This design comes from an exercise in tuning for small area, a short achievable clock period and few clock cycles per item on the open sky130 flow, not from production work. At most, simulation tests tie the RTL to the original design; equivalence was not proved. No activity file was given, so power comes from the tool's default toggle rates.

## alu_exec_top
module alu_exec_top (
  input  logic                           in_clk,
  input  logic                           in_rst,
  input  logic [alu_pkg::APB_ADDR_W-1:0] paddr_i,
  input  logic                           psel_i,
  input  logic                           penable_i,
  input  logic                           pwrite_i,
  input  logic [alu_pkg::XLEN-1:0]       pwdata_i,
  output logic [alu_pkg::XLEN-1:0]       prdata_o,
  output logic                           pready_o,
  output logic                           pslverr_o
);
  localparam int W = alu_pkg::XLEN;
  logic [alu_pkg::CTL_W-1:0]      dec_ctl;
  logic                           dec_use_imm;
  logic                           dec_lui;
  logic                           dec_illegal;
  logic [alu_pkg::CTL_W-1:0]      ctl;
  logic                           use_imm;
  logic                           lui;
  logic                           access;
  logic [alu_pkg::REG_ADDR_W-1:0] raddr_s;
  logic [alu_pkg::REG_ADDR_W-1:0] rs2;
  logic [alu_pkg::REG_ADDR_W-1:0] wreg;
  logic [alu_pkg::REG_ADDR_W-1:0] raddr;
  logic                           bus_wr;
  logic                           alu_go;
  logic [W-1:0]                   port;
  logic [W-1:0]                   imm;
  logic [W-1:0]                   opa_q;
  logic                           byp_q;
  logic [W-1:0]                   opa;
  logic [W-1:0]                   opb_q;
  logic [W-1:0]                   result;
  logic                           wb_pend_q;
  logic [alu_pkg::REG_ADDR_W-1:0] wb_addr_q;
  logic [W-1:0]                   wb_data_q;
  alu_decoder u_decoder (
    .instr_i   (pwdata_i),
    .ctl_o     (dec_ctl),
    .use_imm_o (dec_use_imm),
    .lui_o     (dec_lui),
    .illegal_o (dec_illegal)
  );
  alu_apb_slave u_apb_slave (
    .in_clk    (in_clk),
    .in_rst    (in_rst),
    .paddr_i   (paddr_i),
    .psel_i    (psel_i),
    .penable_i (penable_i),
    .pwrite_i  (pwrite_i),
    .pwdata_i  (pwdata_i),
    .ctl_i     (dec_ctl),
    .use_imm_i (dec_use_imm),
  ...
export LEC_CHECK = 0
export CAP_MARGIN = 20
export CELL_PAD_IN_SITES_DETAIL_PLACEMENT = 1
export CELL_PAD_IN_SITES_GLOBAL_PLACEMENT = 2
export CORE_MARGIN = 2
export CORE_UTILIZATION = 47
export CTS_BUF_LIST = sky130_fd_sc_hd__clkbuf_4
export CTS_CLUSTER_DIAMETER = 40
export CTS_CLUSTER_SIZE = 10
export PLACE_DENSITY = 0.65
export SETUP_SLACK_MARGIN = 4
export SLEW_MARGIN = 20
create_clock -name core_clock -period 8.0 [get_ports {in_clk}]
standard.sh (not shown) runs the stock make flow with config.mk's settings and CLKGATE_MAP_FILE= SYNTH_SCRIPT=/design/flow/synth_recipe.tcl, a recipe that flattens the netlist after the stock synthesis.
==> flow/flow/run.sh <==
#!/bin/bash
# The standard layout with extra ORFS settings on make's command line
set -euo pipefail
bash standard.sh 'BUFFER_PORTS_ARGS=-buffer_cell sky130_fd_sc_hd__buf_4' finish > make_finish.log 2>&1
The starting point produced a clean layout.
Testbench counts at the start, summed over its fixed seeds: cycles 49,008, transfers 24,504.
==> next run, changes <==
- ABC_AREA: default -> 1
- CTS_BUF_LIST: sky130_fd_sc_hd__clkbuf_4 -> sky130_fd_sc_hd__clkbuf_8
- CTS_CLUSTER_DIAMETER: 40 -> 50
- CTS_CLUSTER_SIZE: 10 -> 16
Result:
- The new run produced a clean layout
- final area went up by a little under a tenth
- via count went up by a quarter to a third
- power climbs by a few percent
- first-iteration DRC count climbs by a quarter to a third
==> next run, changes <==
==> flow/flow/run.sh (replaced) <==
#!/bin/bash
# The standard layout with extra ORFS settings on make's command line
set -euo pipefail
bash standard.sh 'BUFFER_PORTS_ARGS=-buffer_cell sky130_fd_sc_hd__buf_2' finish > make_finish.log 2>&1
- ABC_AREA: 1 -> default
The changed run finished clean.
Final cell count falls by a quarter to a third.
Global-route usage falls by 4.5 points.
Die area falls by roughly a tenth.
Design area falls by a little under a tenth.
Non-clock buffer count rises by 5.
Clock-buffer cell count rises by 1.
Clock skew falls by 0.024 ns.

---

Setup of wip/umber:
alu_exec_top, a different RTL version from the one above (not shown whole).
For scale: about 1,100 flip-flops.
// alu_exec_top
module alu_exec_top (
  input  logic                           in_clk,
  input  logic                           in_rst,
  input  logic [alu_pkg::APB_ADDR_W-1:0] paddr_i,
  input  logic                           psel_i,
  input  logic                           penable_i,
  input  logic                           pwrite_i,
  input  logic [alu_pkg::XLEN-1:0]       pwdata_i,
  output logic [alu_pkg::XLEN-1:0]       prdata_o,
  output logic                           pready_o,
  output logic                           pslverr_o
);
clock: 8.0 ns
lec_check: 0
cap_margin: 20
cell_pad_in_sites_detail_placement: 1
cell_pad_in_sites_global_placement: 2
core_margin: 2
core_utilization: 60
cts_buf_list: sky130_fd_sc_hd__clkbuf_8
cts_cluster_diameter: 50
cts_cluster_size: 16
place_density: 0.7
setup_slack_margin: 4
slew_margin: 20
run.sh (not shown) runs the stock make flow with config.mk's settings and CLKGATE_MAP_FILE= SYNTH_SCRIPT=/design/flow/synth_recipe.tcl, a recipe that flattens the netlist after the stock synthesis.
Stock flow here: none of the scripts above is used.
For wip/umber, the flow was terminated by a tool error in global routing and produced no final design.
Testbench counts of wip/umber, summed over its fixed seeds: cycles 49,008, transfers 24,504.
[inputs] wip/garnet vs wip/umber
- CTS_CLUSTER_SIZE removed (was 16)
- CORE_UTILIZATION changed from 60 to 40
- CTS_CLUSTER_DIAMETER removed (was 50)
- PLACE_DENSITY changed from 0.7 to 0.6
### Flow results
The log for wip/umber ends in global routing with error GRT-0232, so the run never completed.
wip/garnet went all the way through the flow, and no timing, DRC or antenna check failed.
wip/garnet vs. wip/umber: number of cells in the design after placement rose by 13%, number of buffers inserted during clock tree synthesis has increased, number of placement rows saw an increase.
Edits applied to the flow inputs when going from wip/garnet to wip/nickel:
- a deleted CTS_BUF_LIST that had been sky130_fd_sc_hd__clkbuf_8
- a change of SETUP_SLACK_MARGIN from 4 to 5
Findings:
- Run comparison: wip/garnet worst setup path endpoint opb_q[7]; wip/nickel worst setup path endpoint opa_q[12]
- Changes observed in wip/nickel relative to wip/garnet: total placed cells including tap cells fell by 40; clock power rose by 16%; critical path depth rose by 2; wire length reported by the detailed router rose by about 17%.
- Relative to wip/garnet, the total power measured on wip/nickel has increased by more than 10%.
Inputs modified between wip/nickel and wip/indigo:
- swapping 5 for 4 in SETUP_SLACK_MARGIN
- putting CTS_CLUSTER_SIZE at 16 where nothing was set
- putting CTS_BUF_LIST at sky130_fd_sc_hd__clkbuf_8 where nothing was set
- putting CTS_CLUSTER_DIAMETER at 50 where nothing was set
==> flow/flow/run.sh (new file) <==
#!/bin/bash
# The standard layout, with the resizer free to change a cell's footprint
# (the platform's config.mk restricts it to same-size swaps otherwise)
set -euo pipefail
bash standard.sh MATCH_CELL_FOOTPRINT=0 finish > make_finish.log 2>&1
==> flow/standard.sh (new file) <==
#!/bin/bash
# synth_recipe.tcl (not shown) runs the flow's synth.tcl, then flattens the netlist and writes it again
# the make line also repeats each setting of config.mk as NAME=value (left out here)
make -C /OpenROAD-flow-scripts/flow DESIGN_CONFIG=/design/flow/config.mk WORK_HOME=/design/flow/orfs CLKGATE_MAP_FILE= SYNTH_SCRIPT=/design/flow/synth_recipe.tcl "${@:-finish}"
removed: flow/run.sh
Notes after the runs:
Between wip/indigo and wip/nickel, it is wip/indigo whose shortest clock period the worst path allows after layout is higher, by 0.046 ns.
Compared with wip/nickel, in wip/indigo via count now smaller, total number of multi-input combinational cells now smaller, core occupancy in the finished layout now smaller, peak per-stage delay on the critical path now smaller.
In wip/indigo relative to wip/nickel, cell area had gone down by more than 10%.
Worst relative slew slack is higher on wip/indigo
On share of synthesized area spent on multiplexers, wip/indigo tracks wip/nickel almost exactly.

---

== red ==
Starting RTL as in the previous note.
make LEC_CHECK=0 ABC_AREA=1 CAP_MARGIN=20 CELL_PAD_IN_SITES_DETAIL_PLACEMENT=1 CELL_PAD_IN_SITES_GLOBAL_PLACEMENT=2 CORE_MARGIN=2 CORE_UTILIZATION=40 CTS_BUF_LIST=sky130_fd_sc_hd__clkbuf_8 CTS_CLUSTER_DIAMETER=50 CTS_CLUSTER_SIZE=16 PLACE_DENSITY=0.6 SETUP_SLACK_MARGIN=4 SLEW_MARGIN=20 finish   # period 8.0 ns
Stock flow here: none of the scripts above is used.
Both conditions hold for red: the flow ran to the end and the final layout passed the timing, DRC and antenna checks.
Testbench counts of red, summed over its fixed seeds: cycles 49,008, transfers 24,504.
--- input diff red..blue ---
# red
export LEC_CHECK = 0
export ABC_AREA = 1
export CAP_MARGIN = 20
export CELL_PAD_IN_SITES_DETAIL_PLACEMENT = 1
export CELL_PAD_IN_SITES_GLOBAL_PLACEMENT = 2
export CORE_MARGIN = 2
export CORE_UTILIZATION = 40
export CTS_BUF_LIST = sky130_fd_sc_hd__clkbuf_8
export CTS_CLUSTER_DIAMETER = 50
export CTS_CLUSTER_SIZE = 16
export PLACE_DENSITY = 0.6
export SETUP_SLACK_MARGIN = 4
export SLEW_MARGIN = 20
create_clock -name core_clock -period 8.0 [get_ports {in_clk}]
# blue
export LEC_CHECK = 0
export CAP_MARGIN = 20
export CELL_PAD_IN_SITES_DETAIL_PLACEMENT = 2
export CELL_PAD_IN_SITES_GLOBAL_PLACEMENT = 4
export CORE_MARGIN = 2
export CORE_UTILIZATION = 25
export PLACE_DENSITY = 0.5
export SLEW_MARGIN = 20
create_clock -name core_clock -period 8.0 [get_ports {in_clk}]
[summary]
blue: PASS, flow complete, no timing, DRC or antenna violations
blue vs red on total track usage: blue is the lower one.
Re number of max-slew violations in the final report: no difference whatsoever between red and blue.
Going from red to blue, final worst-path setup slack shrinks by 2.90 ns.
Compared blue vs red, and area added between synthesis and finish is up in blue.
Of the two values seen for critical path startpoint, pwdata_i[15] was produced by red and paddr_i[7] by blue.

---

Starting RTL as in the previous note.
// alu_exec_top
module alu_exec_top (
  input  logic                           in_clk,
  input  logic                           in_rst,
  input  logic [alu_pkg::APB_ADDR_W-1:0] paddr_i,
  input  logic                           psel_i,
  input  logic                           penable_i,
  input  logic                           pwrite_i,
  input  logic [alu_pkg::XLEN-1:0]       pwdata_i,
  output logic [alu_pkg::XLEN-1:0]       prdata_o,
  output logic                           pready_o,
  output logic                           pslverr_o
);
  localparam int W = alu_pkg::XLEN;
  logic [alu_pkg::CTL_W-1:0]       dec_ctl;
  logic                           dec_use_imm;
  logic                           dec_lui;
  logic                           dec_illegal;
  logic [alu_pkg::CTL_W-1:0]       ctl;
  logic                           use_imm;
  logic                           lui;
  logic                           access;
  logic [alu_pkg::REG_ADDR_W-1:0] raddr_s;
  logic [alu_pkg::REG_ADDR_W-1:0] rs2;
  logic [alu_pkg::REG_ADDR_W-1:0] wreg;
  logic [alu_pkg::REG_ADDR_W-1:0] raddr;
  logic                           bus_we;
  logic                           alu_go;
  logic [W-1:0]                   rf_rdata;
  logic [W-1:0]                   port;
  logic [W-1:0]                   imm;
  logic [W-1:0]                   opa_q;
  logic [W-1:0]                   opb_q;
  logic [W-1:0]                   result;
  alu_decoder u_decoder (
    .instr_i   (pwdata_i),
    .ctl_o     (dec_ctl),
    .use_imm_o (dec_use_imm),
    .lui_o     (dec_lui),
    .illegal_o (dec_illegal)
  );
  alu_apb_slave u_apb_slave (
    .in_clk    (in_clk),
    .in_rst    (in_rst),
    .paddr_i   (paddr_i),
    .psel_i    (psel_i),
    .penable_i (penable_i),
    .pwrite_i  (pwrite_i),
    .pwdata_i  (pwdata_i),
    .ctl_i     (dec_ctl),
    .use_imm_i (dec_use_imm),
    .lui_i     (dec_lui),
    .illegal_i (dec_illegal),
    .pready_o  (pready_o),
    .pslverr_o (pslverr_o),
    .access_o  (access),
    .raddr_s_o (raddr_s),
    .rs2_o     (rs2),
    .wreg_o    (wreg),
    .bus_we_o  (bus_we),
    .alu_go_o  (alu_go),
    .ctl_o     (ctl),
    .use_imm_o (use_imm),
    .lui_o     (lui)
  );
  assign raddr = access ? rs2 : raddr_s;
  ...
export LEC_CHECK = 0
export CAP_MARGIN = 20
export CELL_PAD_IN_SITES_DETAIL_PLACEMENT = 1
export CELL_PAD_IN_SITES_GLOBAL_PLACEMENT = 2
export CORE_MARGIN = 2
export CORE_UTILIZATION = 40
export CTS_BUF_LIST = sky130_fd_sc_hd__clkbuf_8
export CTS_CLUSTER_DIAMETER = 50
export CTS_CLUSTER_SIZE = 16
export PLACE_DENSITY = 0.6
export SETUP_SLACK_MARGIN = 4
export SLEW_MARGIN = 20
create_clock -name core_clock -period 8.0 [get_ports {in_clk}]
standard.sh (not shown) runs the stock make flow with config.mk's settings and CLKGATE_MAP_FILE= SYNTH_SCRIPT=/design/flow/synth_recipe.tcl, a recipe that flattens the netlist after the stock synthesis.
==> flow/flow/run.sh <==
#!/bin/bash
# The standard layout with extra ORFS settings on make's command line
set -euo pipefail
bash standard.sh 'BUFFER_PORTS_ARGS=-buffer_cell sky130_fd_sc_hd__buf_4' finish > make_finish.log 2>&1
The baseline completed with no timing, DRC or antenna violations.
Testbench counts at the start, summed over its fixed seeds: cycles 49,008, transfers 24,504.
Then changed:
==> flow/run.sh (new file) <==
#!/bin/bash
# synth_recipe.tcl (not shown) runs the flow's synth.tcl, then flattens the netlist and writes it again
# the make line also repeats each setting of config.mk as NAME=value (left out here)
make -C /OpenROAD-flow-scripts/flow DESIGN_CONFIG=/design/flow/config.mk WORK_HOME=/design/flow/orfs CLKGATE_MAP_FILE= SYNTH_SCRIPT=/design/flow/synth_recipe.tcl finish
- CORE_UTILIZATION: 40 -> 47
- PLACE_DENSITY: 0.6 -> 0.65
- TNS_END_PERCENT: default -> 20
removed: flow/flow/run.sh
removed: flow/standard.sh
Result: The new run produced a clean layout; final cell count drops by 6.8%; global-route usage climbs by 3.9 points; setup slack degrades by 0.051 ns; maximum frequency drops by 1.2%; routed wire length drops by 7.7%; sequential power climbs by about 0.9%; first-iteration DRC count drops by 2.3%; synthesized cell count is unchanged; power drops by 5.0%; via count drops by 1.1%.
Then changed:
- TNS_END_PERCENT: 20 -> default
Effect: Worst setup slack gains 0.10 ns. Clock skew increases by 0.011 ns. Critical path depth decreases by 1. Die area does not change.
Then changed:
- CORE_UTILIZATION: 47 -> 40
- PLACE_DENSITY: 0.65 -> 0.72
=> The changed run completed without violations; clock-buffer cell count is unchanged; design area rises by a few percent; hold slack gets better by 0.0095 ns.

---

Another version of the RTL of alu_exec_top (not shown whole).
Size: about 83 I/O pins, about 0.052 mm^2 of cells after synthesis.
==> flow/design.v (excerpt) <==
module alu_exec_top (
  input  logic                           in_clk,
  input  logic                           in_rst,
  input  logic [alu_pkg::APB_ADDR_W-1:0] paddr_i,
  input  logic                           psel_i,
  input  logic                           penable_i,
  input  logic                           pwrite_i,
  input  logic [alu_pkg::XLEN-1:0]       pwdata_i,
  output logic [alu_pkg::XLEN-1:0]       prdata_o,
  output logic                           pready_o,
  output logic                           pslverr_o
);
export LEC_CHECK = 0
export CAP_MARGIN = 20
export CELL_PAD_IN_SITES_DETAIL_PLACEMENT = 1
export CELL_PAD_IN_SITES_GLOBAL_PLACEMENT = 2
export CORE_MARGIN = 2
export CORE_UTILIZATION = 40
export CTS_BUF_LIST = sky130_fd_sc_hd__clkbuf_8
export CTS_CLUSTER_DIAMETER = 50
export CTS_CLUSTER_SIZE = 16
export PLACE_DENSITY = 0.6
export SETUP_SLACK_MARGIN = 4
export SLEW_MARGIN = 20
create_clock -name core_clock -period 8.0 [get_ports {in_clk}]
==> flow/flow/run.sh <==
#!/bin/bash
# The standard layout with extra ORFS settings on make's command line
set -euo pipefail
bash standard.sh MATCH_CELL_FOOTPRINT=0 finish > make_finish.log 2>&1
Next try:
==> flow/flow/run.sh (replaced) <==
#!/bin/bash
# The standard layout with extra ORFS settings on make's command line
set -euo pipefail
bash standard.sh 'BUFFER_PORTS_ARGS=-buffer_cell sky130_fd_sc_hd__buf_4' finish > make_finish.log 2>&1
Effect:
- Now the flow produced a layout that fails on slew limit
- non-clock buffer count went down by 18
- clock-buffer cell count went up by 16
- via count went up by 0.36%
- final area went down by 0.95%
No functional check of the RTL was part of any run of this note.

## afterwards: timing with drivers on the ports
The flow's constraints put no driver on any port. The routed layouts listed below were extracted and timed again, unchanged, in two steps. Step 1, drivers: a clkbuf_16 drives in_clk and a buf_2 each remaining input, both assumed. Step 2 moves the port delays by t, midway between the first and last clock arrival at a register: inputs arrive t later, outputs are due t later. That takes back most of the time a late clock gives input paths. Slacks: no drivers / after step 1 / after step 2; pairs: no drivers / after step 1.
run	t (ns)	slack for setup (ns)	worst register clock-pin slew, ns	worst data-port slew with drivers (ns)
the first run of note 1	1.162	3.948 / 3.886 / 2.823	0.12 / 0.12	0.06
the second run of note 1	0.919	3.923 / 3.847 / 3.290	0.11 / 0.11	0.05
the third run of note 1	0.895	3.956 / 3.950 / 3.097	0.11 / 0.11	0.06
wip/garnet	0.972	3.933 / 3.939 / 2.967	0.07 / 0.07	0.06
wip/nickel	0.813	3.942 / 3.897 / 3.084	0.08 / 0.08	0.19
wip/indigo	0.946	3.896 / 3.894 / 2.948	0.11 / 0.11	0.08
red	0.931	4.011 / 3.959 / 3.132	0.11 / 0.11	0.04
blue	0.860	1.106 / 1.171 / 0.311	0.06 / 0.06	0.10
the first run of note 4	0.896	3.860 / 3.874 / 2.978	0.11 / 0.11	0.09
the second run of note 4	0.825	3.809 / 3.817 / 2.992	0.11 / 0.11	0.09
the third run of note 4	0.848	3.911 / 3.911 / 3.108	0.11 / 0.11	0.07
the fourth run of note 4	0.857	3.760 / 3.778 / 2.922	0.11 / 0.11	0.14
the first run of note 5	0.964	3.856 / 3.885 / 2.951	0.11 / 0.11	0.05
the second run of note 5	0.988	3.796 / 3.830 / 2.842	0.11 / 0.11	0.05
For the first run of note 1, which loses most, drivers alone change the setup slack by -0.062 ns; drivers and shift together by -1.125 ns.
